Background: an optimization exercise with open tools, aiming at small area, a short achievable clock period and few clock cycles. Do not read the settings as production practice. Only simulation tests tie the RTL to the original design; equivalence was not proved. Power figures rest on the tool's default switching activity, not on a simulated workload.

rev 12:
==> flow/design.v (excerpt) <==
module comp_unit_top (
   input  wire logic                    clk,
   input  wire logic                    rst_n,
   input  wire logic [32-1:0]   tx_data_i,
   input  wire logic [4-1:0]    tx_rem_i,
   input  wire logic                    tx_sof_n_i,
   input  wire logic                    tx_eof_n_i,
   input  wire logic                    tx_sop_n_i,
   input  wire logic                    tx_eop_n_i,
   input  wire logic                    tx_src_rdy_n_i,
   output logic                         tx_dst_rdy_n_o,
   output logic [32-1:0]        rx_data_o,
   output logic [4-1:0]         rx_rem_o,
   output logic                         rx_sof_n_o,
   output logic                         rx_eof_n_o,
   output logic                         rx_sop_n_o,
   output logic                         rx_eop_n_o,
   output logic                         rx_src_rdy_n_o,
   input  wire logic                    rx_dst_rdy_n_i,
   input  wire logic [10-1:0]      dcr_abus_i,
   input  wire logic [31:0]             dcr_dbus_i,
   input  wire logic                    dcr_read_i,
   input  wire logic                    dcr_write_i,
   output logic [1-1:0]        dcr_ack_o,
   output logic [31:0]                  dcr_rdata_o,
   output logic                         rst_engine_req_o
);
Size in the first run: ~5300 cells after synthesis, ~2400 flip-flops, about 160 I/O pins, ~90000 sq um of cells after synthesis.
clock: 6.0 ns
lec_check: 0
cap_margin: 20
core_margin: 2
core_utilization: 40
cts_cluster_diameter: 60
cts_cluster_size: 20
setup_slack_margin: 3.5
slew_margin: 20
run.sh (not shown) runs the stock make flow with config.mk's settings and CLKGATE_MAP_FILE= SYNTH_SCRIPT=/design/flow/synth_recipe.tcl, a recipe that flattens the netlist after the stock synthesis.
Rev 12: full flow OK, the timing, DRC and antenna checks passed
Testbench counts of rev 12, summed over its fixed seeds: cycles 11,075.
For rev 13, these inputs were changed with respect to rev 12:
--- a/flow/design.v
+++ b/flow/design.v
@@ -72,24 +72,20 @@
    logic [32-1:0] rd_data;
    logic                  refill;
    always_comb begin
       rd_data = '0;
       for (int i = 0; i < N; i++) begin
          rd_data = rd_data | (mem[i] & {32{rd_sel[i]}});
       end
    end
    assign refill  = (fill != '0) && (!valid_o || pop_i);
    assign count_o = fill + 6'(valid_o);
-   logic [6-1:0]   fill_up;
-   logic [6-1:0]   fill_down;
-   assign fill_up   = fill + 1'b1;
-   assign fill_down = fill - 1'b1;
    always_ff @(posedge clk) begin
       if (fill != 6'(N)) begin
          mem[wr_ptr] <= push_data_i;
       end
       if (refill) begin
          pop_data_o <= rd_data;
       end
    end
    always_ff @(posedge clk) begin
       if (!rst_n) begin
@@ -97,25 +93,21 @@
          rd_sel  <= N'(1);
          fill    <= '0;
          valid_o <= 1'b0;
       end else begin
          if (push_i) begin
             wr_ptr <= (wr_ptr == 6'(N - 1)) ? '0 : wr_ptr + 1'b1;
          end
          if (refill) begin
             rd_sel <= {rd_sel[N-2:0], rd_sel[N-1]};
          end
-         if (push_i && !refill) begin
-            fill <= fill_up;
-         end else if (!push_i && refill) begin
-            fill <= fill_down;
-         end
+         fill <= fill + 6'(push_i) - 6'(refill);
          if (refill) begin
             valid_o <= 1'b1;
          end else if (pop_i) begin
             valid_o <= 1'b0;
          end
       end
    end
 endmodule
 `default_nettype wire
 `default_nettype none
@@ -296,81 +288,69 @@
          T_PAY: if (beat && !tx_i.eop_n) tst_n = T_TRL;
          T_TRL: if (beat && !tx_i.eof_n) tst_n = T_HDR;
          default: tst_n = T_HDR;
       endcase
    end
    logic t_pend_n;
    assign push      = beat && (tst == T_PAY);
    assign cap_flags = beat && (tst == T_HDR) && (hcnt == HC_W'(4));
    assign cap_len   = beat && (tst == T_HDR) && (hcnt == HC_W'(5));
    assign cap_task  = beat && (tst == T_HDR) && (hcnt == HC_W'(6));
-   assign t_pend_n  = (push && !tx_i.eop_n) || (t_pend && !r_load);
+   assign t_pend_n  = (push && !tx_i.eop_n) || (t_pend && r_full);
    always_ff @(posedge clk) begin
       if (!rst_n) begin
          tst       <= T_HDR;
          hcnt      <= '0;
          tx_dst_rdy_n_o <= 1'b1;
          t_pend    <= 1'b0;
       end else begin
          tst       <= tst_n;
          hcnt      <= hcnt_n;
          t_pend    <= t_pend_n;
          if (tst_n == T_PAY) begin
             tx_dst_rdy_n_o <= push ? (cnt >= 6'(CAP - 1)) : (cnt >= 6'(CAP));
          end else if (tst_n == T_HDR && hcnt_n == HC_W'(4)) begin
             tx_dst_rdy_n_o <= t_pend_n;
          end else begin
             tx_dst_rdy_n_o <= 1'b0;
          end
       end
    end
-   logic [32-1:0]  crc_d;
-   logic                   crc_v;
-   always_ff @(posedge clk) begin
-      crc_d <= masked;
-   end
-   always_ff @(posedge clk) begin
-      if (!rst_n) begin
-         crc_v <= 1'b0;
-      end else begin
-         crc_v <= push;
-      end
-   end
    ll_crc ll_crc_i (
       .crc_i  (crc),
-      .data_i (crc_d),
+      .data_i (masked),
       .crc_o  (crc_nxt)
    );
    always_ff @(posedge clk) begin
       if (cap_flags) t_info.flags      <= tx_i.data[32-1 -: 3];
       if (cap_len)   t_info.src_len    <= tx_i.data;
       if (cap_task)  t_info.task_index <= tx_i.data[10-1:0];
       if (cap_flags) begin
          crc <= 32'hFFFF_FFFF;
-      end else if (crc_v) begin
+      end else if (push) begin
          crc <= crc_nxt;
       end
    end
    assign t_bc = {t_wc, 2'b00} - BC_W'(t_pad);
    always_ff @(posedge clk) begin
       if (!rst_n) begin
          t_wc  <= '0;
          t_pad <= '0;
       end else if (cap_flags) begin
          t_wc  <= '0;
          t_pad <= '0;
       end else if (push) begin
          t_wc  <= t_wc + 1'b1;
          if (!tx_i.eop_n) t_pad <= pad;
       end
    end
-   assign r_load = t_pend && !r_full && !crc_v;
+   assign r_load = t_pend && !r_full;
    always_ff @(posedge clk) begin
       if (r_load) begin
          r_info <= t_info;
          r_crc  <= crc;
          r_wc   <= t_wc;
          r_pad  <= t_pad;
          r_mis  <= (t_info.src_len != 32'(t_bc));
       end
    end
    logic head_v;
Results
Rev 13: flow completed, timing, DRC and antenna clean. Weighted congestion at the end of routability-driven global placement is lower on rev 12. Diff rev 12 -> rev 13: final antenna-violating net count ~0 delta; power now larger; final wirelength now larger; worst path required time dropped 0.22 ns. Of rev 12 and rev 13, the run reporting the lower total of clock buffers placed in the layout was rev 13. Comparing rev 12 against rev 13, there is no change at all in sum of negative setup slack. For the transition time at the pin with the least slew margin, rev 13 came in 0.033 ns lower than rev 12 did. Rev 13 has maximum number of pins on one net before global-route repair above what rev 12 had. Comparing rev 12 and rev 13, layout-stage area growth over the synthesis result is lower on rev 12. Compared with rev 12, rev 13 shows a final instance area that is 2.2% higher. As of rev 13, count of placed standard cells including taps had risen slightly compared to rev 12. Buffers inserted during post-CTS setup optimization in rev 13 is 104 above rev 12. met1 wire length, rev 12 and rev 13, higher one = rev 13.
Testbench counts of rev 13, summed over its fixed seeds: cycles 11,075.

static timing again, ports no longer ideal:
Ports are ideal in the flow. The routed layouts listed here were re-timed in OpenROAD.
Step 1 sets driving cells, clkbuf_16 on the clock port and buf_2 on the other inputs (assumed; they add their load-dependent delay and slew).
Step 2 times the ports against the registers' clock, not the clock port: input delays grow and output delays shrink by t, the midpoint of the rising clock arrivals with the driver on.
Slacks: ideal / step 1 / step 2; pairs: ideal / step 1.
run | t, ns | setup WS [ns] | worst slew at a driven data input, ns
rev 12 | 0.929 | 3.219 / 3.219 / 2.427 | 0.07
rev 13 | 0.944 | 3.360 / 3.336 / 2.525 | 0.09
After both steps setup and hold are still met in every run listed. The setup slack of rev 13, which loses most, moves by -0.024 ns with the drivers and by -0.835 ns with both steps.
